Background: an optimization exercise with open tools, aiming at small area and a short achievable clock period. Do not read the settings as production practice. The RTL was checked by simulation tests, not by an equivalence proof against the original design. Power is estimated from default activity; no workload was simulated.

--- flow/flow/run.sh ---
#!/bin/bash
# The standard layout (the standard.sh, same synthesis script), with:
#  - ABC_LOAD_IN_FF=2: abc maps for a 2 fF load instead of 5 fF, so that
#    the small cells of the design get minimum-size gates (timing repair
#    upsizes the ones on critical paths);
#  - the port buffers are buf_4 cells (buffer_ports otherwise picks a slow
#    delay buffer for them).
# make's full output goes to standard.log; ORFS's per-step logs stay under
# orfs/logs.
set -o pipefail
bash standard.sh ABC_LOAD_IN_FF=2 \
  CTS_ARGS="-sink_clustering_enable -repair_clock_nets -dont_use_dummy_load -sink_clustering_size 24 -sink_clustering_max_diameter 80" \
  BUFFER_PORTS_ARGS="-buffer_cell sky130_fd_sc_hd__buf_4" \
  finish > standard.log 2>&1
--- flow/standard.sh ---
#!/bin/bash
# synth_recipe.tcl (not shown) runs the flow's synth.tcl, then flattens the netlist and writes it again
# the make line also repeats each setting of config.mk as NAME=value (left out here)
make -C /OpenROAD-flow-scripts/flow DESIGN_CONFIG=/design/flow/config.mk WORK_HOME=/design/flow/orfs CLKGATE_MAP_FILE= SYNTH_SCRIPT=/design/flow/synth_recipe.tcl "${@:-finish}"
--- flow/config.mk ---
export PLATFORM = sky130hd
export DESIGN_NAME = rv_pipe
export DESIGN_NICKNAME = rv_pipe
export VERILOG_FILES = /design/flow/design.v
export SDC_FILE = /design/flow/constraint.sdc
export NUM_CORES = 4
export LEC_CHECK = 0
export CAP_MARGIN = 20
export CORE_MARGIN = 2
export CORE_UTILIZATION = 45
export CTS_CLUSTER_DIAMETER = 80
export CTS_CLUSTER_SIZE = 24
export SETUP_SLACK_MARGIN = 4.35
export SLEW_MARGIN = 20
export SYNTH_HIERARCHICAL = 1
--- flow/constraint.sdc ---
create_clock -name core_clock -period 7.0 [get_ports {i_clk}]
set_input_delay 1.4000 -clock core_clock [delete_from_list [all_inputs] [get_ports {i_clk}]]
set_output_delay 1.4000 -clock core_clock [all_outputs]
set_load 0.01 [all_outputs]
--- flow/design.v ---
package rv_pipe_pkg;
  localparam int XLEN = 32;
  localparam int REG_AW = 5;
endpackage
module rv_c_aoi222 (
  input  logic i_a1, input logic i_b1,
  input  logic i_a2, input logic i_b2,
  input  logic i_a3, input logic i_b3,
  output logic o_y
);
  assign o_y = ~((i_a1 & i_b1) | (i_a2 & i_b2) | (i_a3 & i_b3));
endmodule
module rv_c_aoi22 (
  input  logic i_a1, input logic i_b1,
  input  logic i_a2, input logic i_b2,
  output logic o_y
);
  assign o_y = ~((i_a1 & i_b1) | (i_a2 & i_b2));
endmodule
module rv_c_nand2 (input logic i_a, input logic i_b, output logic o_y);
  assign o_y = ~(i_a & i_b);
endmodule
module rv_c_nand3 (input logic i_a, input logic i_b, input logic i_c, output logic o_y);
  assign o_y = ~(i_a & i_b & i_c);
endmodule
module rv_c_nand4 (input logic i_a, input logic i_b, input logic i_c, input logic i_d,
                   output logic o_y);
  assign o_y = ~(i_a & i_b & i_c & i_d);
endmodule
module rv_c_nor3 (input logic i_a, input logic i_b, input logic i_c, output logic o_y);
  assign o_y = ~(i_a | i_b | i_c);
endmodule
module rv_c_ao222 (
  input  logic i_a1, input logic i_b1,
  input  logic i_a2, input logic i_b2,
  input  logic i_a3, input logic i_b3,
  output logic o_y
);
  assign o_y = (i_a1 & i_b1) | (i_a2 & i_b2) | (i_a3 & i_b3);
endmodule
module rv_c_ao22 (
  input  logic i_a1, input logic i_b1,
  input  logic i_a2, input logic i_b2,
  output logic o_y
);
  assign o_y = (i_a1 & i_b1) | (i_a2 & i_b2);
endmodule
module rv_c_nor2 (input logic i_a, input logic i_b, output logic o_y);
  assign o_y = ~(i_a | i_b);
endmodule
`timescale 1ns/100ps
module rv_regfile (
  input  logic [32*31-1:0] i_q,
  input  logic [31:1]      i_sel,
  output logic [31:0]      o_data
);
  logic [31:0] sel;
  assign sel = {i_sel, 1'b0};
  for (genvar j = 0; j < 32; j++) begin : g_bit
    logic [10:0] y;
    logic [3:0]  z;
    logic [1:0]  w;
    for (genvar k = 0; k < 10; k++) begin : g_aoi
      rv_c_aoi222 u_aoi (
        .i_a1(sel[3*k+1]), .i_b1(i_q[32*(3*k)   + j]),
        .i_a2(sel[3*k+2]), .i_b2(i_q[32*(3*k+1) + j]),
        .i_a3(sel[3*k+3]), .i_b3(i_q[32*(3*k+2) + j]),
        .o_y (y[k])
      );
    end
    rv_c_nand2 u_n31 (.i_a(sel[31]), .i_b(i_q[32*30 + j]), .o_y(y[10]));
    rv_c_nand3 u_z0 (.i_a(y[0]), .i_b(y[1]), .i_c(y[2]), .o_y(z[0]));
    rv_c_nand3 u_z1 (.i_a(y[3]), .i_b(y[4]), .i_c(y[5]), .o_y(z[1]));
    rv_c_nand3 u_z2 (.i_a(y[6]), .i_b(y[7]), .i_c(y[8]), .o_y(z[2]));
    rv_c_nand2 u_z3 (.i_a(y[9]), .i_b(y[10]), .o_y(z[3]));
    rv_c_nor2  u_w0 (.i_a(z[0]), .i_b(z[1]), .o_y(w[0]));
    rv_c_nor2  u_w1 (.i_a(z[2]), .i_b(z[3]), .o_y(w[1]));
    rv_c_nand2 u_o  (.i_a(w[0]), .i_b(w[1]), .o_y(o_data[j]));
  end
endmodule
`timescale 1ns/100ps
module rv_alu (
  input  logic [31:0] i_a,
  input  logic [31:0] i_b,
  input  logic [4:0]  i_shamt,
  input  logic [31:0] i_sh,
  input  logic        i_sub,
  input  logic        i_csh,
  input  logic        i_xor,
  input  logic        i_or,
  input  logic        i_and,
  input  logic        i_slt,
  input  logic        i_sltu,
  input  logic        i_sra,
  output logic [31:0] o_add,
  output logic [31:0] o_shlg
);
  logic [31:0] sum;
  logic        cout;
  rv_add32 u_add (
    .i_a   (i_a),
    .i_b   (i_b),
    .i_sub (i_sub),
    .o_sum (sum),
    .o_cout(cout)
  );
  logic sgn_d, k1, k2;
  assign sgn_d = i_a[31] ^ i_b[31];
  assign k1 = (i_slt & ~sgn_d) | i_sltu;
  assign k2 = (~(i_slt | i_sltu) & sum[0]) | (i_slt & sgn_d & i_a[31]);
  rv_c_lt u_lt (.i_c(cout), .i_k1(k1), .i_k2(k2), .o_y(o_add[0]));
  assign o_add[31:1] = sum[31:1];
  logic        fill;
  logic [31:0] lv [0:5];
  assign fill  = i_sra & i_a[31];
  assign lv[0] = i_sh;
  for (genvar k = 0; k < 5; k++) begin : g_lvl
    for (genvar j = 0; j < 32; j++) begin : g_bit
      logic hi;
      if (j + (1 << k) < 32) begin : g_in
        assign hi = lv[k][j + (1 << k)];
      end else begin : g_fill
        assign hi = (k % 2 == 0) ? fill : ~fill;
      end
      rv_c_mux2i u_m (.i_a0(lv[k][j]), .i_a1(hi), .i_s(i_shamt[k]), .o_y(lv[k+1][j]));
    end
  end
  logic [31:0] lg;
  assign lg = ({32{i_xor}} & (i_a ^ i_b)) |
              ({32{i_or}}  & (i_a | i_b)) |
              ({32{i_and}} & (i_a & i_b));
  for (genvar j = 0; j < 32; j++) begin : g_out
    rv_c_selnl u_o (.i_s(i_csh), .i_a_n(lv[5][j]), .i_b(lg[j]), .o_y(o_shlg[j]));
  end
endmodule
module rv_c_mux2i (input logic i_a0, input logic i_a1, input logic i_s, output logic o_y);
  assign o_y = ~(i_s ? i_a1 : i_a0);
endmodule
module rv_c_selnl (input logic i_s, input logic i_a_n, input logic i_b, output logic o_y);
  assign o_y = i_s ? ~i_a_n : i_b;
endmodule
module rv_c_lt (input logic i_c, input logic i_k1, input logic i_k2, output logic o_y);
  assign o_y = i_k2 | (i_k1 & ~i_c);
endmodule
module rv_add32 (
  input  logic [31:0] i_a,
  input  logic [31:0] i_b,
  input  logic        i_sub,
  output logic [31:0] o_sum,
  output logic        o_cout
);
  logic [31:0] gg [0:5];
  logic [31:0] tt [0:5];
  logic [31:0] x;
  rv_ks_g0 u_g0 (.i_a(i_a[0]), .i_b(i_b[0]), .i_sub(i_sub), .o_gn(gg[0][0]));
  assign tt[0][0] = 1'b0;
  for (genvar j = 1; j < 32; j++) begin : g_pg
    rv_ks_g u_g (.i_a(i_a[j]), .i_b(i_b[j]), .i_sub(i_sub), .o_gn(gg[0][j]), .o_tn(tt[0][j]));
  end
  for (genvar j = 0; j < 32; j++) begin : g_x
    rv_ks_x u_x (.i_a(i_a[j]), .i_b(i_b[j]), .i_sub(i_sub), .o_x(x[j]));
  end
  for (genvar l = 0; l < 5; l++) begin : g_lvl
    for (genvar j = 0; j < 32; j++) begin : g_node
      if (j < (1 << l)) begin : g_pass
        rv_ks_inv u_i (.i_a(gg[l][j]), .o_y(gg[l+1][j]));
        assign tt[l+1][j] = 1'b0;
      end else if (l % 2 == 0) begin : g_np
        rv_ks_np u_c (.i_gh(gg[l][j]), .i_th(tt[l][j]), .i_gl(gg[l][j-(1<<l)]),
                      .i_tl(tt[l][j-(1<<l)]), .o_g(gg[l+1][j]), .o_t(tt[l+1][j]));
      end else begin : g_pn
        rv_ks_pn u_c (.i_gh(gg[l][j]), .i_th(tt[l][j]), .i_gl(gg[l][j-(1<<l)]),
                      .i_tl(tt[l][j-(1<<l)]), .o_g(gg[l+1][j]), .o_t(tt[l+1][j]));
      end
    end
  end
  for (genvar j = 0; j < 32; j++) begin : g_s
    rv_ks_x2 u_s (.i_a(x[j]), .i_b(j == 0 ? i_sub : gg[5][j-1]), .o_y(o_sum[j]));
  end
  assign o_cout = gg[5][31];
endmodule
module rv_ks_g0 (input logic i_a, input logic i_b, input logic i_sub, output logic o_gn);
  logic b;
  assign b = i_b ^ i_sub;
  assign o_gn = ~((i_a & b) | ((i_a | b) & i_sub));
endmodule
module rv_ks_g (input logic i_a, input logic i_b, input logic i_sub,
                output logic o_gn, output logic o_tn);
  logic b;
  assign b = i_b ^ i_sub;
  assign o_gn = ~(i_a & b);
  assign o_tn = ~(i_a | b);
endmodule
module rv_ks_x (input logic i_a, input logic i_b, input logic i_sub, output logic o_x);
  assign o_x = i_a ^ i_b ^ i_sub;
endmodule
module rv_ks_x2 (input logic i_a, input logic i_b, output logic o_y);
  assign o_y = i_a ^ i_b;
endmodule
module rv_ks_inv (input logic i_a, output logic o_y);
  assign o_y = ~i_a;
endmodule
module rv_ks_np (input logic i_gh, input logic i_th, input logic i_gl, input logic i_tl,
                 output logic o_g, output logic o_t);
  assign o_g = ~(i_gh & (i_th | i_gl));
  assign o_t = ~(i_th | i_tl);
endmodule
module rv_ks_pn (input logic i_gh, input logic i_th, input logic i_gl, input logic i_tl,
                 output logic o_g, output logic o_t);
  assign o_g = ~(i_gh | (i_th & i_gl));
  assign o_t = ~(i_th & i_tl);
endmodule
`timescale 1ns/100ps
module rv_bypass_sel (
  input  logic       i_fa1,
  input  logic       i_fa2,
  input  logic       i_fb1,
  input  logic       i_fb2,
  input  logic       i_cadd,     
  input  logic       i_cshlg,    
  input  logic       i_sll,      
  input  logic       i_slt,      
  input  logic       i_dsll,     
  output logic [5:0] o_sa,
  output logic [5:0] o_sb,
  output logic [9:0] o_ss
);
  assign o_sa = {i_fa2, i_fa1 & i_sll, i_fa1 & i_cshlg & ~i_sll,
                 i_fa1 & i_cadd & ~i_slt, i_fa1 & i_cadd, ~i_fa1 & ~i_fa2};
  assign o_sb = {i_fb2, i_fb1 & i_sll, i_fb1 & i_cshlg & ~i_sll,
                 i_fb1 & i_cadd & ~i_slt, i_fb1 & i_cadd, ~i_fb1 & ~i_fb2};
  assign o_ss = {~i_fa1 & ~i_fa2 & i_dsll,
                 i_fa2 & i_dsll, i_fa2 & ~i_dsll,
                 i_fa1 & i_cshlg & (i_sll ^ i_dsll), i_fa1 & i_cshlg & ~(i_sll ^ i_dsll),
                 i_fa1 & i_cadd & ~i_slt & i_dsll, i_fa1 & i_cadd & i_dsll,
                 i_fa1 & i_cadd & ~i_slt & ~i_dsll, i_fa1 & i_cadd & ~i_dsll,
                 ~i_fa1 & ~i_fa2 & ~i_dsll};
endmodule
module rv_forward_unit (
  input  logic [5:0]  i_sa0,   
  input  logic [5:0]  i_sa1,
  input  logic [5:0]  i_sb0,
  input  logic [5:0]  i_sb1,
  input  logic [9:0]  i_ss0,   
  input  logic [9:0]  i_ss1,   
  input  logic [31:0] i_a,
  input  logic [31:0] i_b,
  input  logic [31:0] i_add,
  input  logic [31:0] i_shlg,
  input  logic [31:0] i_x,
  output logic [31:0] o_a,
  output logic [31:0] o_b,
  output logic [4:0]  o_shamt,
  output logic [31:0] o_sh
);
  for (genvar j = 0; j < 32; j++) begin : g_bit
    logic [5:0] sa, sb;
    logic [9:0] ss;
    logic       sa_add, sb_add, ss_add, ss_addr;
    logic [2:0] ya, yb;
    logic [3:0] ys;
    assign sa = (j < 16) ? i_sa0 : i_sa1;
    assign sb = (j < 16) ? i_sb0 : i_sb1;
    assign ss = (j < 16) ? i_ss0 : i_ss1;
    assign sa_add  = (j == 0)  ? sa[1] : sa[2];
    assign sb_add  = (j == 0)  ? sb[1] : sb[2];
    assign ss_add  = (j == 0)  ? ss[1] : ss[2];
    assign ss_addr = (j == 31) ? ss[3] : ss[4];
    rv_c_aoi22  u_a0 (.i_a1(sa[0]), .i_b1(i_a[j]), .i_a2(sa_add), .i_b2(i_add[j]), .o_y(ya[0]));
    rv_c_aoi22  u_a1 (.i_a1(sa[3]), .i_b1(i_shlg[j]), .i_a2(sa[4]), .i_b2(i_shlg[31-j]), .o_y(ya[1]));
    rv_c_nand2  u_a2 (.i_a(sa[5]), .i_b(i_x[j]), .o_y(ya[2]));
    rv_c_nand3  u_a  (.i_a(ya[0]), .i_b(ya[1]), .i_c(ya[2]), .o_y(o_a[j]));
    rv_c_aoi22  u_b0 (.i_a1(sb[0]), .i_b1(i_b[j]), .i_a2(sb_add), .i_b2(i_add[j]), .o_y(yb[0]));
    rv_c_aoi22  u_b1 (.i_a1(sb[3]), .i_b1(i_shlg[j]), .i_a2(sb[4]), .i_b2(i_shlg[31-j]), .o_y(yb[1]));
    rv_c_nand2  u_b2 (.i_a(sb[5]), .i_b(i_x[j]), .o_y(yb[2]));
    rv_c_nand3  u_b  (.i_a(yb[0]), .i_b(yb[1]), .i_c(yb[2]), .o_y(o_b[j]));
    if (j < 5) begin : g_shamt
      logic [2:0] yt;
      rv_c_aoi22  u_t0 (.i_a1(sb[0]), .i_b1(i_b[j]), .i_a2(sb_add), .i_b2(i_add[j]), .o_y(yt[0]));
      rv_c_aoi22  u_t1 (.i_a1(sb[3]), .i_b1(i_shlg[j]), .i_a2(sb[4]), .i_b2(i_shlg[31-j]), .o_y(yt[1]));
      rv_c_nand2  u_t2 (.i_a(sb[5]), .i_b(i_x[j]), .o_y(yt[2]));
      rv_c_nand3  u_t  (.i_a(yt[0]), .i_b(yt[1]), .i_c(yt[2]), .o_y(o_shamt[j]));
    end
    rv_c_aoi22  u_s0 (.i_a1(ss[0]), .i_b1(i_a[j]), .i_a2(ss_add), .i_b2(i_add[j]), .o_y(ys[0]));
    rv_c_aoi22  u_s1 (.i_a1(ss_addr), .i_b1(i_add[31-j]), .i_a2(ss[5]), .i_b2(i_shlg[j]), .o_y(ys[1]));
    rv_c_aoi22  u_s2 (.i_a1(ss[6]), .i_b1(i_shlg[31-j]), .i_a2(ss[7]), .i_b2(i_x[j]), .o_y(ys[2]));
    rv_c_aoi22  u_s3 (.i_a1(ss[8]), .i_b1(i_x[31-j]), .i_a2(ss[9]), .i_b2(i_a[31-j]), .o_y(ys[3]));
    rv_c_nand4  u_s  (.i_a(ys[0]), .i_b(ys[1]), .i_c(ys[2]), .i_d(ys[3]), .o_y(o_sh[j]));
  end
endmodule
`timescale 1ns/100ps
module rv_pipe (
  input  logic                           i_clk,
  input  logic                           i_rst_n,
  input  logic                           i_instr_vld,
  input  logic [rv_pipe_pkg::XLEN-1:0]   i_instr,
  input  logic [rv_pipe_pkg::XLEN-1:0]   i_pc,
  output logic                           o_wb_vld,
  output logic [rv_pipe_pkg::REG_AW-1:0] o_wb_addr,
  output logic [rv_pipe_pkg::XLEN-1:0]   o_wb_data
);
  function automatic logic [31:0] rev(input logic [31:0] v);
    for (int i = 0; i < 32; i++) rev[i] = v[31-i];
  endfunction
  logic        f_vld;
  logic [31:0] f_ins;
  logic [31:0] f_pc;
  logic [31:1] f_rs1_oh, f_rs2_oh;    
  always_ff @(posedge i_clk) begin
    f_vld <= i_rst_n & i_instr_vld;
    f_ins <= i_instr;
    f_pc  <= i_pc;
    for (int i = 1; i < 32; i++) begin
      f_rs1_oh[i] <= (i_instr[19:15] == 5'(i));
      f_rs2_oh[i] <= (i_instr[24:20] == 5'(i));
    end
  end
  logic [6:0] opc;
  logic [2:0] f3;
  logic [6:0] f7;
  logic [4:0] rd, rs1, rs2;
  logic       is_reg, is_imm, is_lui, is_auipc, is_alu;
  logic       alt, ok, d_wen;
  logic       use_rs1, use_rs2;
  assign opc = f_ins[6:0];
  assign rd  = f_ins[11:7];
  assign f3  = f_ins[14:12];
  assign rs1 = f_ins[19:15];
  assign rs2 = f_ins[24:20];
  assign f7  = f_ins[31:25];
  assign is_reg   = (opc == 7'b0110011);
  assign is_imm   = (opc == 7'b0010011);
  assign is_lui   = (opc == 7'b0110111);
  assign is_auipc = (opc == 7'b0010111);
  assign is_alu   = is_reg | is_imm;
  assign alt      = (f7 == 7'b0100000);
  always_comb begin
    if (is_reg)
      ok = (f7 == 7'b0) || (alt && (f3 == 3'b000 || f3 == 3'b101));
    else if (is_imm)
      ok = (f3 == 3'b001) ? (f7 == 7'b0) :
           (f3 == 3'b101) ? (f7 == 7'b0 || alt) : 1'b1;
    else
      ok = is_lui | is_auipc;
  end
  assign d_wen   = f_vld & ok & (rd != 5'd0);
  assign use_rs1 = is_alu;
  assign use_rs2 = is_reg;
  logic d_sub, d_cadd, d_csh, d_cshlg, d_sll;
  logic d_xor, d_or, d_and, d_slt, d_sltu, d_sra;
  assign d_cadd  = ~is_alu | (f3 == 3'b000) | (f3 == 3'b010) | (f3 == 3'b011);
  assign d_cshlg = ~d_cadd;
  assign d_csh   = is_alu & (f3 == 3'b001 || f3 == 3'b101);
  assign d_sub  = is_alu & ((is_reg & (f3 == 3'b000) & f_ins[30]) ||
                            f3 == 3'b010 || f3 == 3'b011);
  assign d_sll  = d_csh & ~f3[2];
  assign d_slt  = is_alu & (f3 == 3'b010);
  assign d_sltu = is_alu & (f3 == 3'b011);
  assign d_xor  = (f3 == 3'b100);
  assign d_or   = (f3 == 3'b110);
  assign d_and  = (f3 == 3'b111);
  assign d_sra  = f_ins[30];
  logic [31:0] imm_i, imm_u;
  assign imm_i = {{20{f_ins[31]}}, f_ins[31:20]};
  assign imm_u = {f_ins[31:12], 12'b0};
  logic        w_wen;
  logic [4:0]  w_rd;
  logic [31:0] w_res;
  logic [31:0] rf_wd;
  logic [31:0] rf_q [1:31];
  logic [31:0] rf_rs1, rf_rs2;
  assign rf_wd = w_res;
  logic [31:1] w_we;
  for (genvar i = 1; i < 32; i++) begin : g_rf
    always_ff @(posedge i_clk) begin
      if (w_we[i]) rf_q[i] <= rf_wd;
    end
  end
  logic [32*31-1:0] rf_all;
  for (genvar i = 1; i < 32; i++) begin : g_rfa
    assign rf_all[32*(i-1) +: 32] = rf_q[i];
  end
  rv_regfile u_rd1 (.i_q(rf_all), .i_sel(f_rs1_oh), .o_data(rf_rs1));
  rv_regfile u_rd2 (.i_q(rf_all), .i_sel(f_rs2_oh), .o_data(rf_rs2));
  logic [31:0] d_a, d_b;
  logic        sa_rf, sa_pc, sb_rf, sb_immi, sb_immu;
  assign sa_rf   = is_alu;
  assign sa_pc   = is_auipc;
  assign sb_rf   = is_reg;
  assign sb_immi = is_imm;
  assign sb_immu = ~is_alu;
  for (genvar j = 0; j < 32; j++) begin : g_dop
    rv_c_ao22  u_a (.i_a1(sa_rf), .i_b1(rf_rs1[j]), .i_a2(sa_pc), .i_b2(f_pc[j]), .o_y(d_a[j]));
    rv_c_ao222 u_b (.i_a1(sb_rf), .i_b1(rf_rs2[j]), .i_a2(sb_immi), .i_b2(imm_i[j]),
                    .i_a3(sb_immu), .i_b3(imm_u[j]), .o_y(d_b[j]));
  end
  logic       e_wen;
  logic [4:0] e_rd;
  logic       e_cadd, e_cshlg, e_sll;
  logic       fa1, fa2, fb1, fb2;
  assign fa1 = use_rs1 & e_wen & (e_rd == rs1);
  assign fb1 = use_rs2 & e_wen & (e_rd == rs2);
  assign fa2 = use_rs1 & w_wen & (w_rd == rs1) & ~fa1;
  assign fb2 = use_rs2 & w_wen & (w_rd == rs2) & ~fb1;
  logic [31:0] e_a, e_b;
  logic [5:0]  e_sa0, e_sa1, e_sb0, e_sb1;
  logic [9:0]  e_ss0, e_ss1;
  logic [5:0]  d_sa0, d_sa1, d_sb0, d_sb1;
  logic [9:0]  d_ss0, d_ss1;
  logic        e_sltany;
  rv_bypass_sel u_sel0 (.i_fa1(fa1), .i_fa2(fa2), .i_fb1(fb1), .i_fb2(fb2),
                        .i_cadd(e_cadd), .i_cshlg(e_cshlg), .i_sll(e_sll), .i_slt(e_sltany),
                        .i_dsll(d_sll), .o_sa(d_sa0), .o_sb(d_sb0), .o_ss(d_ss0));
  rv_bypass_sel u_sel1 (.i_fa1(fa1), .i_fa2(fa2), .i_fb1(fb1), .i_fb2(fb2),
                        .i_cadd(e_cadd), .i_cshlg(e_cshlg), .i_sll(e_sll), .i_slt(e_sltany),
                        .i_dsll(d_sll), .o_sa(d_sa1), .o_sb(d_sb1), .o_ss(d_ss1));
  logic        e_sub, e_csh, e_xor, e_or, e_and, e_slt, e_sltu, e_sra;
  always_ff @(posedge i_clk) begin
    if (!i_rst_n) e_wen <= 1'b0;
    else          e_wen <= d_wen;
    e_rd   <= rd;
    e_a    <= d_a;
    e_b    <= d_b;
    e_sa0  <= d_sa0;
    e_sa1  <= d_sa1;
    e_sb0  <= d_sb0;
    e_sb1  <= d_sb1;
    e_ss0  <= d_ss0;
    e_ss1  <= d_ss1;
    e_sltany <= d_slt | d_sltu;
    e_cadd  <= d_cadd;
    e_cshlg <= d_cshlg;
    e_csh   <= d_csh;
    e_sll  <= d_sll;
    e_sub  <= d_sub;
    e_xor  <= d_xor;
    e_or   <= d_or;
    e_and  <= d_and;
    e_slt  <= d_slt;
    e_sltu <= d_sltu;
    e_sra  <= d_sra;
  end
  logic [31:0] w_add, w_shlg;
  logic [3:0]  w_s0, w_s1, e_ws0, e_ws1;
  rv_wres_sel u_ws0 (.i_rst_n(i_rst_n), .i_cadd(e_cadd), .i_cshlg(e_cshlg), .i_sll(e_sll),
                     .i_slt(e_sltany), .o_s(e_ws0));
  rv_wres_sel u_ws1 (.i_rst_n(i_rst_n), .i_cadd(e_cadd), .i_cshlg(e_cshlg), .i_sll(e_sll),
                     .i_slt(e_sltany), .o_s(e_ws1));
  logic [31:0] a, b, sh;
  logic [4:0]  shamt;
  rv_forward_unit u_fwd (
    .i_sa0   (e_sa0),
    .i_sa1   (e_sa1),
    .i_sb0   (e_sb0),
    .i_sb1   (e_sb1),
    .i_ss0   (e_ss0),
    .i_ss1   (e_ss1),
    .i_a     (e_a),
    .i_b     (e_b),
    .i_add   (w_add),
    .i_shlg  (w_shlg),
    .i_x     (o_wb_data),
    .o_a     (a),
    .o_b     (b),
    .o_shamt (shamt),
    .o_sh    (sh)
  );
  logic [31:0] x_add, x_shlg;
  rv_alu u_alu (
    .i_a     (a),
    .i_b     (b),
    .i_shamt (shamt),
    .i_sh    (sh),
    .i_sub   (e_sub),
    .i_csh   (e_csh),
    .i_xor   (e_xor),
    .i_or    (e_or),
    .i_and   (e_and),
    .i_slt   (e_slt),
    .i_sltu  (e_sltu),
    .i_sra   (e_sra),
    .o_add   (x_add),
    .o_shlg  (x_shlg)
  );
  always_ff @(posedge i_clk) begin
    for (int i = 1; i < 32; i++) w_we[i] <= ~i_rst_n | (e_wen & (e_rd == 5'(i)));
  end
  always_ff @(posedge i_clk) begin
    if (!i_rst_n) w_wen <= 1'b0;
    else          w_wen <= e_wen;
    w_rd   <= e_rd;
    w_add   <= x_add;
    w_shlg  <= x_shlg;
    w_s0    <= e_ws0;
    w_s1    <= e_ws1;
  end
  for (genvar j = 0; j < 32; j++) begin : g_wres
    logic [3:0] s;
    logic       y0, y1;
    assign s = (j < 16) ? w_s0 : w_s1;
    rv_c_aoi22 u_y0 (.i_a1(j == 0 ? s[0] : s[1]), .i_b1(w_add[j]), .i_a2(s[2]),
                     .i_b2(w_shlg[j]), .o_y(y0));
    rv_c_nand2 u_y1 (.i_a(s[3]), .i_b(w_shlg[31-j]), .o_y(y1));
    rv_c_nand2 u_r  (.i_a(y0), .i_b(y1), .o_y(w_res[j]));
  end
  always_ff @(posedge i_clk) begin
    if (!i_rst_n) o_wb_vld <= 1'b0;
    else          o_wb_vld <= w_wen;
    o_wb_addr <= w_rd;
    o_wb_data <= w_res;
  end
endmodule
module rv_wres_sel (
  input  logic       i_rst_n,
  input  logic       i_cadd,
  input  logic       i_cshlg,
  input  logic       i_sll,
  input  logic       i_slt,
  output logic [3:0] o_s
);
  assign o_s = {4{i_rst_n}} & {i_sll, i_cshlg & ~i_sll, i_cadd & ~i_slt, i_cadd};
endmodule
==> results of run 1 <==
==> per-layer routing <==
layer	wire [microns]	GRT usage	vias to the layer above
li1	-	-	18800
met1	89300	0.479	23000
met2	105000	0.538	4209
met3	37500	0.117	839
met4	19500	0.218	4
met5	65	0	-
==> layout make-up <==
class | instances | area (sq um) | area share
repair inverters | 2 | 10.0 | 0.000153
diodes | 4 | 10.0 | 0.000153
well taps | 1662 | 2080 | 0.0318
clock buffers | 78 | 1950 | 0.0298
flip-flops and latches | 1387 | 38000 | 0.580
repair buffers | 303 | 2390 | 0.0365
multi-input cells | 2726 | 20400 | 0.312
inverters | 168 | 643 | 0.00983
==> state kept, by name (all words and copies together) (netlist names), 9 cells and up <==
register   flops
f_rs1_oh      31
f_rs2_oh      31
rf_q         992
w_add         32
o_wb_data     32
f_pc          32
w_shlg        32
e_ss0          9
e_a           32
f_ins         32
w_we          31
e_b           32
e_ss1          9
==> worst max-delay path by stage <==
stage                     cells past startpoint            end  slack (ns)
after floorplan                               8      w_shlg[0]        4.35
after global placement                       10     w_shlg[31]        3.41
after detailed placement                     10     w_shlg[31]        3.38
after CTS                                     1  o_wb_data[26]        4.32
after global routing                         10     w_shlg[31]        4.25
final                                         1   o_wb_data[4]        4.31
==> timing repair <==
action | CTS | global route
gates resized for setup | 181 | 119
gates cloned | 4 | 3
endpoints found under the setup margin | 154 | 107
pin swaps | 13 | 31
setup buffers | 34 | 35
hold buffers | 0 | 0
==> power by group through the flow <==
stage | Combinational (mW) | Sequential (mW) | Clock (mW)
floorplan | 0.507 | 9.88 | 0
finish | 1.38 | 9.78 | 4.59
global placement | 1.24 | 9.93 | 0
global route | 1.41 | 9.81 | 4.89
CTS | 1.30 | 9.75 | 4.61
detailed placement | 1.25 | 9.95 | 0
==> flow_summary.yaml, run 1 <==
setup_path:
  cp-end-kind: "output port"
  reg2reg_to: "w_shlg[0]"
  worst_setup_path_start_kind: "flop"
  crit_buf_inv: 1
  path_max_fanout: 2
  crit_path_top_delay_cell: "dfxtp_4"
  max_stage_delay_ns: 0.44
  worstSetupPathType: "reg2out"
  cp.required_ns: 5.60
  regToRegStartpoint: "e_sb0[0]"
  path_cells: "buf_6"
  worst_ep_arrival_time_ns: 1.29
  cpLargestDelayFamily: "flip-flops"
  rr_worst_depth: 9
  r2r_slack_ns: 4.34
  startpoint: "o_wb_data[4]"
detailed_routing:
  viasPerCell: 7.40
  num_vias: 46900
  route.detailed.drc: 0
  drt_iter0_drc: 12500
  ant_nets: 0
  firstDrtPassIters: 12
  drt-total-wl_microns: 252000
  drt-wirelength-per-cell_microns: 39.8
cts:
  cts_root_buf: "clkbuf_16"
  insertion_delay_ns: 0.74
  cts_tree: "done"
  cts_made_buffers: 78
  cts_max_path_buffers: 3
  h-tree-depth: 3
  cts_sinks: 1387
  clkSlewWorstSetupHoldPaths_ns: 0.10
timing:
  period_minus_slack_ns: 2.69
  hold_viol: 0
  setup_violations: 0
  fin_ws_ns: 4.31
  rsz0062_at_grt: "yes"
  period_share: 0.385
  tns_ns: 0
  relSlewSlack: 0.303
  max_freq_mhz: 372
  timing.hold.ws_ns: 0.352
  tightest_slew_ns: 1.04
  final_max_slew_viol_count: 0
  fin_skew_ns: 0.105
power_and_ir_drop:
  seqPwrFrac: 0.621
  cellPowerDensity_mw_per_mm2: 241
  switching_power_mw: 4.02
  power_report.internal_total_mw: 11.7
  power_frac_comb: 0.088
  sw_frac_of_total: 0.255
  leakagePower_nw: 24.0
  clock_power_share: 0.291
  total_power_mw: 15.8
  vdd_drop_max_uv: 168
final_layout:
  layout.nets: 4797
  most-common-layout-cells: "edfxtp_1 (992), a222oi_1 (672), nand2_1 (412), a22oi_1 (302), buf_4 (281)"
  final_common_cell: "edfxtp_1"
  utilization: 0.512
  final_area_sq_mm: 0.0654
  drive_above_1_share: 0.142
  area_growth_syn_to_layout_pct: 12.6
  nFillCells: 11000
  instances_no_fill: 6330
placed_design:
  hpwl_microns: 155000
  place_congestion: 1.04
  placed_area_sq_mm: 0.0620
  placed_cells: 6172
  dp_slack_ns: 3.38
  portBuffers: 104
yosys:
  avgSynthCellArea_sq_um: 13.5
  syn_area_sq_mm: 0.0581
  synth_cells: 4297
  yosys_warnings: 15
grt:
  grt_start_max_net_pins: 66
  antenna_found_initial: 9
  grt_usage: 0.368
  grt_pass1_wl_microns: 340000
  grt_pass1_vias: 42900
  overflow: 0
hold_path:
  whs_path_depth: 0
  min_to: "e_rd[4]"
  worstHoldStart: "f_ins[11]"
  hp-class: "reg2reg"
floorplan:
  core_sq_mm: 0.128
  die_w_microns: 363
  dieArea_sq_mm: 0.132
  row_count: 131
  start_util: 0.455
  pin_count: 105
  fp.dieH_microns: 363
outcome:
  status: "timing/DRC/antenna clean"
job:
  drv_cap: 0
==> run 2, diff against run 1 <==
--- a/flow/config.mk
+++ b/flow/config.mk
@@ -10,6 +10,6 @@
 export CORE_UTILIZATION = 45
 export CTS_CLUSTER_DIAMETER = 80
 export CTS_CLUSTER_SIZE = 24
-export SETUP_SLACK_MARGIN = 4.35
+export SETUP_SLACK_MARGIN = 4.45
 export SLEW_MARGIN = 20
 export SYNTH_HIERARCHICAL = 1
==> run 2 against run 1 <==
  * Synthesized cell count stayed put
  * Count of clock-buffer cells in the layout is 3 lower
  * Worst setup slack worse by 0.097 ns
  * Die area stayed put
  * Critical endpoint is now w_add[22]
  * First-iteration DRC count is 7.5% lower
  * Area after synthesis stayed put
  * Flip-flop and latch count stayed put
  * Sequential power is 0.4% higher
  * Largest cell class unchanged
  * Clock skew is 0.00051 ns higher
  * Register-to-register slack worse by 0.13 ns
  * Still clean
  * Combinational power hardly changed
==> flow_summary.yaml, run 2 <==
cts:
  cts_root_buf: "clkbuf_16"
  cts_max_path_buffers: 3
  postCtsHoldBufs: 0
  cts_tree: "done"
  h-tree-depth: 3
  insertion_delay_ns: 0.76
  clkSlewWorstSetupHoldPaths_ns: 0.10
  cts_made_buffers: 75
  cts_sinks: 1387
setup_path:
  path_cells: "clkbuf_8, a22oi_2, nand3_4, xor2_4, nor2_4, nor2_2, nand2_1, nor2_2, nand2_1, o21ai_1, xor2_1"
  max_stage_delay_ns: 0.43
  crit_buf_inv: 1
  cp.required_ns: 7.53
  path_max_fanout: 12
  worstSetupPathType: "reg2reg"
  rr_worst_depth: 11
  worst_ep_arrival_time_ns: 3.32
  cp.depth: 11
  cpLargestDelayFamily: "simple AND/OR/NAND/NOR gates"
  crit_path_top_delay_cell: "dfxtp_4"
  cp-end-kind: "flop"
  worst_setup_path_start_kind: "flop"
floorplan:
  die_w_microns: 363
  core_sq_mm: 0.128
  pin_count: 105
  row_count: 131
  fp.dieH_microns: 363
  dieArea_sq_mm: 0.132
  start_util: 0.455
detailed_routing:
  drt-total-wl_microns: 252000
  drt_iter0_drc: 11600
  route.detailed.drc: 0
  viasPerCell: 7.40
  firstDrtPassIters: 12
  drt-wirelength-per-cell_microns: 39.8
  num_vias: 46800
  ant_nets: 0
hold_path:
  whs_path_depth: 0
  hp-class: "reg2reg"
job:
  drv_cap: 0
power_and_ir_drop:
  cellPowerDensity_mw_per_mm2: 238
  switching_power_mw: 4.02
  power_frac_comb: 0.088
  power_report.internal_total_mw: 11.7
  total_power_mw: 15.7
  clock_power_share: 0.286
  sw_frac_of_total: 0.256
  leakagePower_nw: 24.0
  seqPwrFrac: 0.626
  vdd_drop_max_uv: 170
timing:
  period_share: 0.398
  tightest_slew_ns: 1.19
  period_minus_slack_ns: 2.79
  rsz0062_at_grt: "yes"
  setup_violations: 0
  relSlewSlack: 0.209
  tns_ns: 0
  max_freq_mhz: 359
  final_max_slew_viol_count: 0
  fin_skew_ns: 0.106
  hold_viol: 0
final_layout:
  area_growth_syn_to_layout_pct: 13.4
  most-common-layout-cells: "edfxtp_1 (992), a222oi_1 (672), nand2_1 (402), a22oi_1 (314), dfxtp_1 (248)"
  drive_above_1_share: 0.162
  layout.nets: 4783
  largest_register_ffs: 992
  top_register: "rf_q"
  final_common_cell: "edfxtp_1"
placed_design:
  portBuffers: 104
  hpwl_microns: 157000
  place_congestion: 1.01
outcome:
  status: "timing/DRC/antenna clean"
yosys:
  avgSynthCellArea_sq_um: 13.5
  yosys_warnings: 15
  syn_area_sq_mm: 0.0581
  synth_cells: 4297
grt:
  grt_pass1_wl_microns: 338000
  grt_usage: 0.368
  overflow: 0
  grt_start_max_net_pins: 66
  grt_pass1_vias: 43100
  antenna_found_initial: 14
==> run 2: power groups by stage <==
stage | logic (mW) | registers [mW] | clock network, mW
final | 1.37 | 9.82 | 4.49
after global routing | 1.39 | 9.85 | 4.80
after CTS | 1.30 | 9.78 | 4.51
after detailed placement | 1.21 | 10.0 | 0
after global placement | 1.20 | 9.97 | 0
after floorplan | 0.507 | 9.88 | 0
==> run 2: layer usage <==
| layer | vias to the layer above | share of wire | track usage |
|---|---|---|---|
| li1 | 18800 | - | - |
| met1 | 23300 | 0.36 | 0.478 |
| met2 | 3959 | 0.43 | 0.549 |
| met3 | 731 | 0.14 | 0.101 |
| met4 | 4 | 0.075 | 0.224 |
| met5 | - | 0.000091 | 0.00218 |
==> run 2: layout make-up <==
cell class | count | area (sq um)
inverter | 168 | 641
sequential | 1387 | 38000
timing repair buffer | 296 | 2530
fill | 11000 | 61900
tap | 1662 | 2080
antenna | 4 | 10.0
timing repair inverter | 1 | 5.00
clock buffer | 75 | 1880
multi-input combinational | 2723 | 20800
==> run 2: worst paths after layout <==
check                           startpoint         to  slack (ns)
worst max-delay path              e_sb0[0]  w_add[22]        4.21
worst min-delay path             f_ins[11]    e_rd[4]        0.35
worst max register to register    e_sb0[0]  w_add[22]        4.21
worst min register to register   f_ins[11]    e_rd[4]        0.35
==> run 2: worst register-to-register path: stages, from the launching register on <==
cell      delay (ns)
dfxtp_4         0.43
clkbuf_8        0.21
a22oi_2         0.29
nand3_4         0.20
xor2_4          0.25
nor2_4          0.07
nor2_2          0.21
nand2_1         0.16
nor2_2          0.19
nand2_1         0.07
o21ai_1         0.18
xor2_1          0.35
==> run 2: stage by stage <==
step / hold slack, ns / instance area (sq um) / utilization / worst slack [ns] / std cells
floorplan: 0.323 / 58200 / - / 4.46 / 4308
global placement: 0.340 / 61900 / 0.484 / 3.38 / 6158
detailed placement: 0.337 / 61900 / 0.484 / 3.41 / 6159
CTS: 0.351 / 65100 / 0.510 / 4.30 / 6291
global route: 0.358 / 65900 / 0.515 / 4.24 / 6315
finish: 0.350 / 65900 / 0.515 / 4.21 / 6316
==> run 2: what timing repair did <==
action / 4_1_cts / 5_1_grt
gates resized for setup: 292 / 143
gates cloned: 3 / 0
endpoints found under the setup margin: 167 / 141
pin swaps: 19 / 32
buffers inserted: 54 / 21
endpoints found under the hold margin: 0 / 0
==> run 3, diff against run 2 <==
--- a/flow/design.v
+++ b/flow/design.v
@@ -383,16 +383,16 @@
   rv_regfile u_rd1 (.i_q(rf_all), .i_sel(f_rs1_oh), .o_data(rf_rs1));
   rv_regfile u_rd2 (.i_q(rf_all), .i_sel(f_rs2_oh), .o_data(rf_rs2));
   logic [31:0] d_a, d_b;
-  logic        sa_rf, sa_pc, sb_rf, sb_immi, sb_immu;
+  logic        sa_rf, sa_pc, sb_rf, sb_imm;
+  logic [31:0] imm;
   assign sa_rf   = is_alu;
   assign sa_pc   = is_auipc;
   assign sb_rf   = is_reg;
-  assign sb_immi = is_imm;
-  assign sb_immu = ~is_alu;
+  assign sb_imm  = ~is_reg;
+  assign imm     = is_imm ? imm_i : imm_u;
   for (genvar j = 0; j < 32; j++) begin : g_dop
     rv_c_ao22  u_a (.i_a1(sa_rf), .i_b1(rf_rs1[j]), .i_a2(sa_pc), .i_b2(f_pc[j]), .o_y(d_a[j]));
-    rv_c_ao222 u_b (.i_a1(sb_rf), .i_b1(rf_rs2[j]), .i_a2(sb_immi), .i_b2(imm_i[j]),
-                    .i_a3(sb_immu), .i_b3(imm_u[j]), .o_y(d_b[j]));
+    rv_c_ao22  u_b (.i_a1(sb_rf), .i_b1(rf_rs2[j]), .i_a2(sb_imm), .i_b2(imm[j]), .o_y(d_b[j]));
   end
   logic       e_wen;
   logic [4:0] e_rd;
--- a/flow/config.mk
+++ b/flow/config.mk
@@ -10,6 +10,6 @@
 export CORE_UTILIZATION = 45
 export CTS_CLUSTER_DIAMETER = 80
 export CTS_CLUSTER_SIZE = 24
-export SETUP_SLACK_MARGIN = 4.45
+export SETUP_SLACK_MARGIN = 4.35
 export SLEW_MARGIN = 20
 export SYNTH_HIERARCHICAL = 1
==> run 3 against run 2 <==
  * Largest power group unchanged
  * Worst setup slack better by 0.047 ns
  * Synthesized cell count rose by 0.23%
  * Sequential power is 2% lower
  * Clock power is 2% higher
  * Wire length increased by 4.4%
  * Total power decreased by 2.1%
  * Design area decreased by 0.26%
  * Critical path type unchanged
  * Highest routed layer unchanged
==> flow_summary.yaml, run 3 <==
floorplan:
  row_count: 132
  die_w_microns: 364
  fp.dieH_microns: 364
  start_util: 0.452
  core_sq_mm: 0.129
  dieArea_sq_mm: 0.132
  pin_count: 105
grt:
  overflow: 0
  grt_pass1_wl_microns: 350000
  grt_pass1_vias: 42400
  grt_start_max_net_pins: 54
  grt_usage: 0.385
  antenna_found_initial: 25
placed_design:
  hpwl_microns: 166000
  placed_area_sq_mm: 0.0620
  place_congestion: 1.03
  placed_cells: 6234
  portBuffers: 104
  dp_slack_ns: 3.33
job:
  drv_cap: 0
detailed_routing:
  num_vias: 46900
  drt_iter0_drc: 12000
  route.detailed.drc: 0
  viasPerCell: 7.35
  ant_nets: 0
  firstDrtPassIters: 14
  drt-total-wl_microns: 263000
  drt-wirelength-per-cell_microns: 41.2
cts:
  cts_tree: "done"
  cts_sinks: 1387
  cts_max_path_buffers: 3
  cts_made_buffers: 78
  cts_root_buf: "clkbuf_16"
  postCtsHoldBufs: 0
  clkSlewWorstSetupHoldPaths_ns: 0.10
  h-tree-depth: 3
  insertion_delay_ns: 0.75
timing:
  rsz0062_at_grt: "yes"
  period_share: 0.392
  timing.hold.ws_ns: 0.351
  tns_ns: 0
  final_max_slew_viol_count: 0
  max_freq_mhz: 365
  tightest_slew_ns: 1.23
  fin_skew_ns: 0.105
  relSlewSlack: 0.181
  fin_ws_ns: 4.26
  setup_violations: 0
  period_minus_slack_ns: 2.74
  hold_viol: 0
final_layout:
  final_area_sq_mm: 0.0657
  layout.nets: 4763
  largest_register_ffs: 992
  utilization: 0.510
  regArea_sq_mm: 0.0380
  top_register: "rf_q"
  most-common-layout-cells: "edfxtp_1 (992), a222oi_1 (640), nand2_1 (404), a22oi_1 (311), dfxtp_1 (262)"
  area_growth_syn_to_layout_pct: 12.9
  drive_above_1_share: 0.151
  multiInputGateArea_sq_mm: 0.0208
  final_common_cell: "edfxtp_1"
  instances_no_fill: 6381
  nFillCells: 11100
yosys:
  avgSynthCellArea_sq_um: 13.5
  yosys_warnings: 15
  synth_cells: 4307
  syn_area_sq_mm: 0.0582
setup_path:
  cp-end-kind: "flop"
  path_max_fanout: 16
  worst_ep_arrival_time_ns: 3.26
  worstSetupPathType: "reg2reg"
  worst_setup_path_start_kind: "flop"
  cp.required_ns: 7.52
power_and_ir_drop:
  cellPowerDensity_mw_per_mm2: 234
  total_power_mw: 15.4
  leakagePower_nw: 23.5
  vdd_drop_max_uv: 196
outcome:
  status: "timing/DRC/antenna clean"
hold_path:
  hp-class: "reg2reg"
run 3: cell types whose count changed in the layout (fill, tap and decap cells not counted), moves of 17 or more:
cell / previous run / this run
a22o_1: 32 / 63
mux2i_1: 167 / 184
inv_1: 165 / 136
buf_4: 239 / 261
a222oi_1: 672 / 640
buf_6: 46 / 13
run 3: area by class of cell:
| class | count | share of cell area |
|---|---|---|
| Tap cell | 1742 | 0.0332 |
| Multi-Input combinational cell | 2744 | 0.316 |
| Antenna cell | 9 | 0.000343 |
| Clock buffer | 78 | 0.0297 |
| Sequential cell | 1387 | 0.578 |
| Timing Repair inverter | 1 | 0.000114 |
| Timing Repair Buffer | 282 | 0.0347 |
| Inverter | 138 | 0.00805 |
run 3: power breakdown:
part / switching, mW / leakage [nW] / total (mW) / internal (mW)
logic: 0.847 / 9.03 / 1.14 / 0.291
clock network: 2.61 / 0.961 / 4.59 / 1.98
registers: 0.381 / 13.5 / 9.63 / 9.25
total: 3.83 / 23.5 / 15.4 / 11.5
run 3: critical path, cell delays in order, from the launching register on:
cell and delay [ns]:
dfxtp_2 0.51, a22oi_1 0.39, nand4_1 0.30, mux2i_1 0.30, mux2i_1 0.15, mux2i_1 0.25, mux2i_1 0.19, mux2i_2 0.30
mux2i_1 0.12
run 3: timing repair:
action | 4_1_cts | 5_1_grt
gates resized for setup | 226 | 134
endpoints found under the setup margin | 150 | 86
pin swaps | 16 | 31
cloned | 2 | 1
setup buffers | 38 | 19
hold endpoints to repair | 0 | 0
run 3: layer usage:
layer  up-vias  share of wire  global-route usage  routed length (microns)
met4        12          0.066               0.199                    17300
li1      18700              -                   -                        -
met5         -        0.00062             0.00581                      164
met3       695           0.15               0.113                    38600
met2      4070           0.42               0.561                   110000
met1     23400           0.37               0.520                    96300
run 3: final timing paths:
check	from	endpoint	slack, ns	cells past startpoint
setup / recovery	e_ss1[0]	w_shlg[16]	4.26	8
hold / removal	f_ins[11]	e_rd[4]	0.35	0
setup reg to reg	e_ss1[0]	w_shlg[16]	4.26	8
hold reg to reg	f_ins[11]	e_rd[4]	0.35	0
==> run 4, diff against run 3 <==
--- a/flow/design.v
+++ b/flow/design.v
@@ -48,6 +48,16 @@
 module rv_c_nor2 (input logic i_a, input logic i_b, output logic o_y);
   assign o_y = ~(i_a | i_b);
 endmodule
+module rv_c_nand2b (input logic i_a, input logic i_b_n, output logic o_y);
+  assign o_y = ~(i_a & ~i_b_n);
+endmodule
+module rv_c_aoi22b (
+  input  logic i_a1, input logic i_b1,
+  input  logic i_a2, input logic i_b2_n,
+  output logic o_y
+);
+  assign o_y = ~((i_a1 & i_b1) | (i_a2 & ~i_b2_n));
+endmodule
 `timescale 1ns/100ps
 module rv_regfile (
   input  logic [32*31-1:0] i_q,
@@ -247,7 +257,7 @@
   input  logic [31:0] i_b,
   input  logic [31:0] i_add,
   input  logic [31:0] i_shlg,
-  input  logic [31:0] i_x,
+  input  logic [31:0] i_x_n,
   output logic [31:0] o_a,
   output logic [31:0] o_b,
   output logic [4:0]  o_shamt,
@@ -268,23 +278,23 @@
     assign ss_addr = (j == 31) ? ss[3] : ss[4];
     rv_c_aoi22  u_a0 (.i_a1(sa[0]), .i_b1(i_a[j]), .i_a2(sa_add), .i_b2(i_add[j]), .o_y(ya[0]));
     rv_c_aoi22  u_a1 (.i_a1(sa[3]), .i_b1(i_shlg[j]), .i_a2(sa[4]), .i_b2(i_shlg[31-j]), .o_y(ya[1]));
-    rv_c_nand2  u_a2 (.i_a(sa[5]), .i_b(i_x[j]), .o_y(ya[2]));
+    rv_c_nand2b u_a2 (.i_a(sa[5]), .i_b_n(i_x_n[j]), .o_y(ya[2]));
     rv_c_nand3  u_a  (.i_a(ya[0]), .i_b(ya[1]), .i_c(ya[2]), .o_y(o_a[j]));
     rv_c_aoi22  u_b0 (.i_a1(sb[0]), .i_b1(i_b[j]), .i_a2(sb_add), .i_b2(i_add[j]), .o_y(yb[0]));
     rv_c_aoi22  u_b1 (.i_a1(sb[3]), .i_b1(i_shlg[j]), .i_a2(sb[4]), .i_b2(i_shlg[31-j]), .o_y(yb[1]));
-    rv_c_nand2  u_b2 (.i_a(sb[5]), .i_b(i_x[j]), .o_y(yb[2]));
+    rv_c_nand2b u_b2 (.i_a(sb[5]), .i_b_n(i_x_n[j]), .o_y(yb[2]));
     rv_c_nand3  u_b  (.i_a(yb[0]), .i_b(yb[1]), .i_c(yb[2]), .o_y(o_b[j]));
     if (j < 5) begin : g_shamt
       logic [2:0] yt;
       rv_c_aoi22  u_t0 (.i_a1(sb[0]), .i_b1(i_b[j]), .i_a2(sb_add), .i_b2(i_add[j]), .o_y(yt[0]));
       rv_c_aoi22  u_t1 (.i_a1(sb[3]), .i_b1(i_shlg[j]), .i_a2(sb[4]), .i_b2(i_shlg[31-j]), .o_y(yt[1]));
-      rv_c_nand2  u_t2 (.i_a(sb[5]), .i_b(i_x[j]), .o_y(yt[2]));
+      rv_c_nand2b u_t2 (.i_a(sb[5]), .i_b_n(i_x_n[j]), .o_y(yt[2]));
       rv_c_nand3  u_t  (.i_a(yt[0]), .i_b(yt[1]), .i_c(yt[2]), .o_y(o_shamt[j]));
     end
     rv_c_aoi22  u_s0 (.i_a1(ss[0]), .i_b1(i_a[j]), .i_a2(ss_add), .i_b2(i_add[j]), .o_y(ys[0]));
     rv_c_aoi22  u_s1 (.i_a1(ss_addr), .i_b1(i_add[31-j]), .i_a2(ss[5]), .i_b2(i_shlg[j]), .o_y(ys[1]));
-    rv_c_aoi22  u_s2 (.i_a1(ss[6]), .i_b1(i_shlg[31-j]), .i_a2(ss[7]), .i_b2(i_x[j]), .o_y(ys[2]));
-    rv_c_aoi22  u_s3 (.i_a1(ss[8]), .i_b1(i_x[31-j]), .i_a2(ss[9]), .i_b2(i_a[31-j]), .o_y(ys[3]));
+    rv_c_aoi22b u_s2 (.i_a1(ss[6]), .i_b1(i_shlg[31-j]), .i_a2(ss[7]), .i_b2_n(i_x_n[j]), .o_y(ys[2]));
+    rv_c_aoi22b u_s3 (.i_a1(ss[9]), .i_b1(i_a[31-j]), .i_a2(ss[8]), .i_b2_n(i_x_n[31-j]), .o_y(ys[3]));
     rv_c_nand4  u_s  (.i_a(ys[0]), .i_b(ys[1]), .i_c(ys[2]), .i_d(ys[3]), .o_y(o_sh[j]));
   end
 endmodule
@@ -448,6 +458,7 @@
                      .i_slt(e_sltany), .o_s(e_ws1));
   logic [31:0] a, b, sh;
   logic [4:0]  shamt;
+  logic [31:0] x_res_n;
   rv_forward_unit u_fwd (
     .i_sa0   (e_sa0),
     .i_sa1   (e_sa1),
@@ -459,7 +470,7 @@
     .i_b     (e_b),
     .i_add   (w_add),
     .i_shlg  (w_shlg),
-    .i_x     (o_wb_data),
+    .i_x_n   (x_res_n),
     .o_a     (a),
     .o_b     (b),
     .o_shamt (shamt),
@@ -508,6 +519,7 @@
     else          o_wb_vld <= w_wen;
     o_wb_addr <= w_rd;
     o_wb_data <= w_res;
+    x_res_n   <= ~w_res;
   end
 endmodule
 module rv_wres_sel (
==> run 4 against run 3 <==
  * Maximum frequency up 2.0%
  * Synthesized cell count up 2.9%
  * Combinational power down 12%
  * Largest power group unchanged
  * Register-to-register slack better by 0.05 ns
  * Total power up 1.4%
  * Highest routed layer unchanged
==> flow_summary.yaml, run 4 <==
job:
  drv_cap: 0
final_layout:
  instances_no_fill: 6465
  final_area_sq_mm: 0.0658
  drive_above_1_share: 0.110
  largest_register_ffs: 992
  area_growth_syn_to_layout_pct: 10.8
  layout.nets: 4836
  final_common_cell: "edfxtp_1"
  most-common-layout-cells: "edfxtp_1 (992), a222oi_1 (640), nand2_1 (349), a22oi_1 (321), dfxtp_1 (314)"
  utilization: 0.501
  top_register: "rf_q"
  nFillCells: 11400
placed_design:
  placed_area_sq_mm: 0.0631
  hpwl_microns: 160000
  portBuffers: 104
  placed_cells: 6364
  place_congestion: 1.03
setup_path:
  regToRegStartpoint: "f_rs2_oh[10]"
  path_cells: "buf_4, a222oi_1, nand3_1, nor2_1, nand2_1, a22o_1"
  max_stage_delay_ns: 0.62
  crit_path_top_delay_cell: "nor2_1"
  r2r_slack_ns: 4.31
  worst_ep_arrival_time_ns: 3.28
  worstSetupPathType: "reg2reg"
  path_max_fanout: 32
  crit_buf_inv: 1
  worst_setup_path_start_kind: "flop"
  startpoint: "f_rs2_oh[10]"
  cp.required_ns: 7.60
  cpLargestDelayFamily: "simple AND/OR/NAND/NOR gates"
  cp-end-kind: "flop"
power_and_ir_drop:
  switching_power_mw: 3.85
  power_frac_comb: 0.064
  seqPwrFrac: 0.638
  vdd_drop_max_uv: 178
  sw_frac_of_total: 0.247
  cellPowerDensity_mw_per_mm2: 237
  clock_power_share: 0.298
  total_power_mw: 15.6
  power_report.internal_total_mw: 11.7
  leakagePower_nw: 24.0
floorplan:
  core_sq_mm: 0.131
  dieArea_sq_mm: 0.135
  row_count: 133
  pin_count: 105
  start_util: 0.452
  die_w_microns: 367
  fp.dieH_microns: 367
timing:
  period_share: 0.384
  final_max_slew_viol_count: 0
  fin_skew_ns: 0.101
  period_minus_slack_ns: 2.69
  relSlewSlack: 0.194
  rsz0062_at_grt: "yes"
  tns_ns: 0
  tightest_slew_ns: 1.21
  setup_violations: 0
  hold_viol: 0
  max_freq_mhz: 372
cts:
  clkSlewWorstSetupHoldPaths_ns: 0.09
  cts_sinks: 1419
  h-tree-depth: 3
  cts_root_buf: "clkbuf_16"
  cts_made_buffers: 79
  cts_max_path_buffers: 3
  insertion_delay_ns: 0.74
  postCtsHoldBufs: 0
  cts_tree: "done"
hold_path:
  worstHoldStart: "f_ins[11]"
  hp-class: "reg2reg"
grt:
  grt_pass1_wl_microns: 337000
  grt_start_max_net_pins: 43
  antenna_found_initial: 13
  grt_usage: 0.356
  overflow: 0
  grt_pass1_vias: 42600
yosys:
  syn_area_sq_mm: 0.0594
  yosys_warnings: 15
  avgSynthCellArea_sq_um: 13.4
  synth_cells: 4432
detailed_routing:
  firstDrtPassIters: 14
  drt-wirelength-per-cell_microns: 38.6
  num_vias: 46400
  viasPerCell: 7.18
  drt_iter0_drc: 11100
  route.detailed.drc: 0
  drt-total-wl_microns: 250000
  ant_nets: 0
outcome:
  status: "timing/DRC/antenna clean"
-- run 4: what timing repair did --
| action | 4_1_cts | 5_1_grt |
|---|---|---|
| setup endpoints to repair | 106 | 90 |
| buffers inserted | 2 | 10 |
| gates cloned | 2 | 1 |
| pin swaps | 2 | 7 |
| resized for setup | 72 | 115 |
| endpoints found under the hold margin | 0 | 0 |
-- run 4: cell type report --
class                           instances  area, sq um  area share
Inverter                              234          895      0.0136
Multi-Input combinational cell       2743        20400       0.311
Tap cell                             1755         2200      0.0334
Timing Repair inverter                  1         7.51    0.000114
Timing Repair Buffer                  227         1740      0.0265
Clock buffer                           79         1980      0.0301
Antenna cell                            7         17.5    0.000266
Sequential cell                      1419        38500       0.585
-- run 4: power by group through the flow --
stage	Sequential [mW]	Clock (mW)	Combinational (mW)
floorplan	9.91	0	0.399
global placement	10.1	0	0.933
detailed placement	10.1	0	0.942
CTS	9.90	4.69	0.945
global route	9.96	4.96	1.01
finish	9.93	4.65	0.998
-- run 4: worst register-to-register path, cell delays in order (launching register included) --
cell,delay (ns)
dfxtp_1,0.31
buf_4,0.28
a222oi_1,0.50
nand3_1,0.35
nor2_1,0.62
nand2_1,0.25
a22o_1,0.29
-- run 4: final timing paths --
check                           cells after the start  endpoint
worst max register to register                      6    e_b[5]
worst min-delay path                                0   e_rd[4]
worst max-delay path                                6    e_b[5]
worst min register to register                      0   e_rd[4]
-- run 4: routing by layer --
layer / wire, microns / vias up / GRT usage
met5: 53 / - / 0
met4: 14500 / 8 / 0.166
met3: 38000 / 566 / 0.107
met2: 103000 / 3838 / 0.509
met1: 93600 / 23100 / 0.494
li1: - / 18900 / -
-- run 4: per-stage QoR --
step	hold slack [ns]	setup WS (ns)
after floorplan	0.323	4.35
after global placement	0.356	3.55
after detailed placement	0.350	3.61
after CTS	0.363	4.30
after global routing	0.359	4.30
final	0.359	4.31
==> run 5, diff against run 4 <==
--- a/flow/config.mk
+++ b/flow/config.mk
@@ -10,6 +10,6 @@
 export CORE_UTILIZATION = 45
 export CTS_CLUSTER_DIAMETER = 80
 export CTS_CLUSTER_SIZE = 24
-export SETUP_SLACK_MARGIN = 4.35
+export SETUP_SLACK_MARGIN = 4.45
 export SLEW_MARGIN = 20
 export SYNTH_HIERARCHICAL = 1
==> run 5 against run 4 <==
  * Maximum frequency down 1.3%
  * Critical path depth unchanged
  * Sequential share of layout area down 0.65 points
==> flow_summary.yaml, run 5 <==
outcome:
  status: "timing/DRC/antenna clean"
floorplan:
  start_util: 0.452
  die_w_microns: 367
  row_count: 133
  core_sq_mm: 0.131
  dieArea_sq_mm: 0.135
  pin_count: 105
  fp.dieH_microns: 367
grt:
  grt_pass1_vias: 42200
  grt_usage: 0.357
  overflow: 0
  grt_pass1_wl_microns: 338000
  antenna_found_initial: 18
  grt_start_max_net_pins: 66
power_and_ir_drop:
  vdd_drop_max_uv: 186
  leakagePower_nw: 24.3
  cellPowerDensity_mw_per_mm2: 235
detailed_routing:
  route.detailed.drc: 0
  drt-total-wl_microns: 251000
  drt_iter0_drc: 10100
  drt-wirelength-per-cell_microns: 38.7
  firstDrtPassIters: 14
  viasPerCell: 7.15
  num_vias: 46300
  ant_nets: 0
yosys:
  avgSynthCellArea_sq_um: 13.4
  syn_area_sq_mm: 0.0594
  yosys_warnings: 15
  synth_cells: 4432
final_layout:
  drive_above_1_share: 0.146
  top_register: "rf_q"
  most-common-layout-cells: "edfxtp_1 (992), a222oi_1 (640), nand2_1 (349), a22oi_1 (312), dfxtp_1 (272)"
  utilization: 0.507
  layout.nets: 4849
  nFillCells: 11300
  largest_register_ffs: 992
  area_growth_syn_to_layout_pct: 12.2
  final_common_cell: "edfxtp_1"
job:
  drv_cap: 0
timing:
  max_freq_mhz: 367
  timing.hold.ws_ns: 0.388
  hold_viol: 0
  setup_violations: 0
  tightest_slew_ns: 1.24
  final_max_slew_viol_count: 0
  relSlewSlack: 0.171
  rsz0062_at_grt: "yes"
  fin_skew_ns: 0.119
  period_share: 0.389
  tns_ns: 0
  period_minus_slack_ns: 2.72
hold_path:
  hp-class: "reg2reg"
  whs_path_depth: 0
setup_path:
  worst_setup_path_start_kind: "flop"
  worstSetupPathType: "reg2reg"
  worst_ep_arrival_time_ns: 3.30
  cp.required_ns: 7.58
  cp-end-kind: "flop"
  rr_worst_depth: 6
  path_max_fanout: 32
placed_design:
  hpwl_microns: 161000
  portBuffers: 104
  place_congestion: 0.988
cts:
  cts_sinks: 1419
  postCtsHoldBufs: 0
  h-tree-depth: 3
  clkSlewWorstSetupHoldPaths_ns: 0.09
  cts_root_buf: "clkbuf_16"
  cts_made_buffers: 82
  cts_max_path_buffers: 3
  insertion_delay_ns: 0.74
  cts_tree: "done"
## run 5: through the flow
step | instances | power [mW] | instance area, sq um | worst slack, ns
final | 6480 | 15.7 | 66600 | 4.28
after global routing | 6472 | 16.1 | 66600 | 4.33
after CTS | 6460 | 15.7 | 65900 | 4.39
after detailed placement | 6361 | 11.0 | 63100 | 3.42
after global placement | 6361 | 11.0 | 63100 | 3.48
after floorplan | 4432 | 10.3 | 59400 | 4.51
## run 5: power by group
part	internal, mW	leakage, nW	total, mW	switching (mW)
sequential	9.45	13.7	9.94	0.497
clock	2.08	1.01	4.74	2.66
combinational	0.285	9.61	1.00	0.717
total	11.8	24.3	15.7	3.88
## run 5: path summary, 6_finish.rpt
check / from / endpoint / slack (ns)
worst max-delay path: f_rs1_oh[10] / e_a[4] / 4.28
worst min-delay path: f_ins[11] / e_rd[4] / 0.39
worst max register to register: f_rs1_oh[10] / e_a[4] / 4.28
worst min register to register: f_ins[11] / e_rd[4] / 0.39
## run 5: what timing repair did
action / CTS / global route
endpoints found under the hold margin: 0 / 0
pin swaps: 11 / 14
setup endpoints to repair: 143 / 115
gates resized for setup: 225 / 163
gates cloned: 4 / 0
buffers inserted: 13 / 9
## run 5: area by class of cell
type | instances | area, sq um | share of cell area
tap | 1755 | 2200 | 0.0330
timing repair inverter | 2 | 12.5 | 0.000188
inverter | 234 | 898 | 0.0135
timing repair buffer | 236 | 1970 | 0.0296
multi-input combinational | 2743 | 20900 | 0.314
antenna | 9 | 22.5 | 0.000338
sequential | 1419 | 38600 | 0.579
clock buffer | 82 | 2050 | 0.0308
## run 5: critical path, stage by stage (launching register included)
cell	delay, ns
dfxtp_1	0.32
buf_4	0.30
a222oi_1	0.49
nand3_1	0.39
nor2_1	0.45
nand2_1	0.30
a22o_1	0.27
## run 5: metal layers
metal	share of wire	vias up	GRT usage	routed length, microns
met5	0.00021	-	0	53
met4	0.056	8	0.161	14000
met3	0.14	496	0.114	35900
met2	0.42	3567	0.514	105000
met1	0.38	23300	0.493	96000
li1	-	18900	-	-

port drivers added, routing unchanged:
The flow's constraints put no driver on any port. The routed layouts listed below were extracted and timed again, unchanged, in two steps. Step 1 sets driving cells, clkbuf_16 on the clock port and buf_2 on the other inputs (assumed; they add their load-dependent delay and slew). Step 2, shift: input delay + t, output delay - t, t = (earliest + latest rising clock arrival at the registers) / 2. This alone moves slack from input paths to output paths. Three values: no drivers, after step 1, after step 2; two values: the first two.
| run | t (ns) | slack for setup (ns) | worst setup path at the end | worst data-port slew with drivers (ns) | cell pins on the clock port's net |
|---|---|---|---|---|---|
| run 1 | 0.769 | 4.308 / 4.230 / 4.340 | register to register | 0.28 | 1 |
| run 2 | 0.791 | 4.211 / 4.211 / 4.211 | register to register | 0.29 | 1 |
| run 3 | 0.780 | 4.258 / 4.223 / 4.258 | register to register | 0.18 | 1 |
| run 4 | 0.764 | 4.312 / 4.312 / 4.312 | register to register | 0.13 | 1 |
| run 5 | 0.754 | 4.277 / 4.277 / 4.277 | register to register | 0.13 | 1 |
After both steps setup and hold are still met in every run listed.
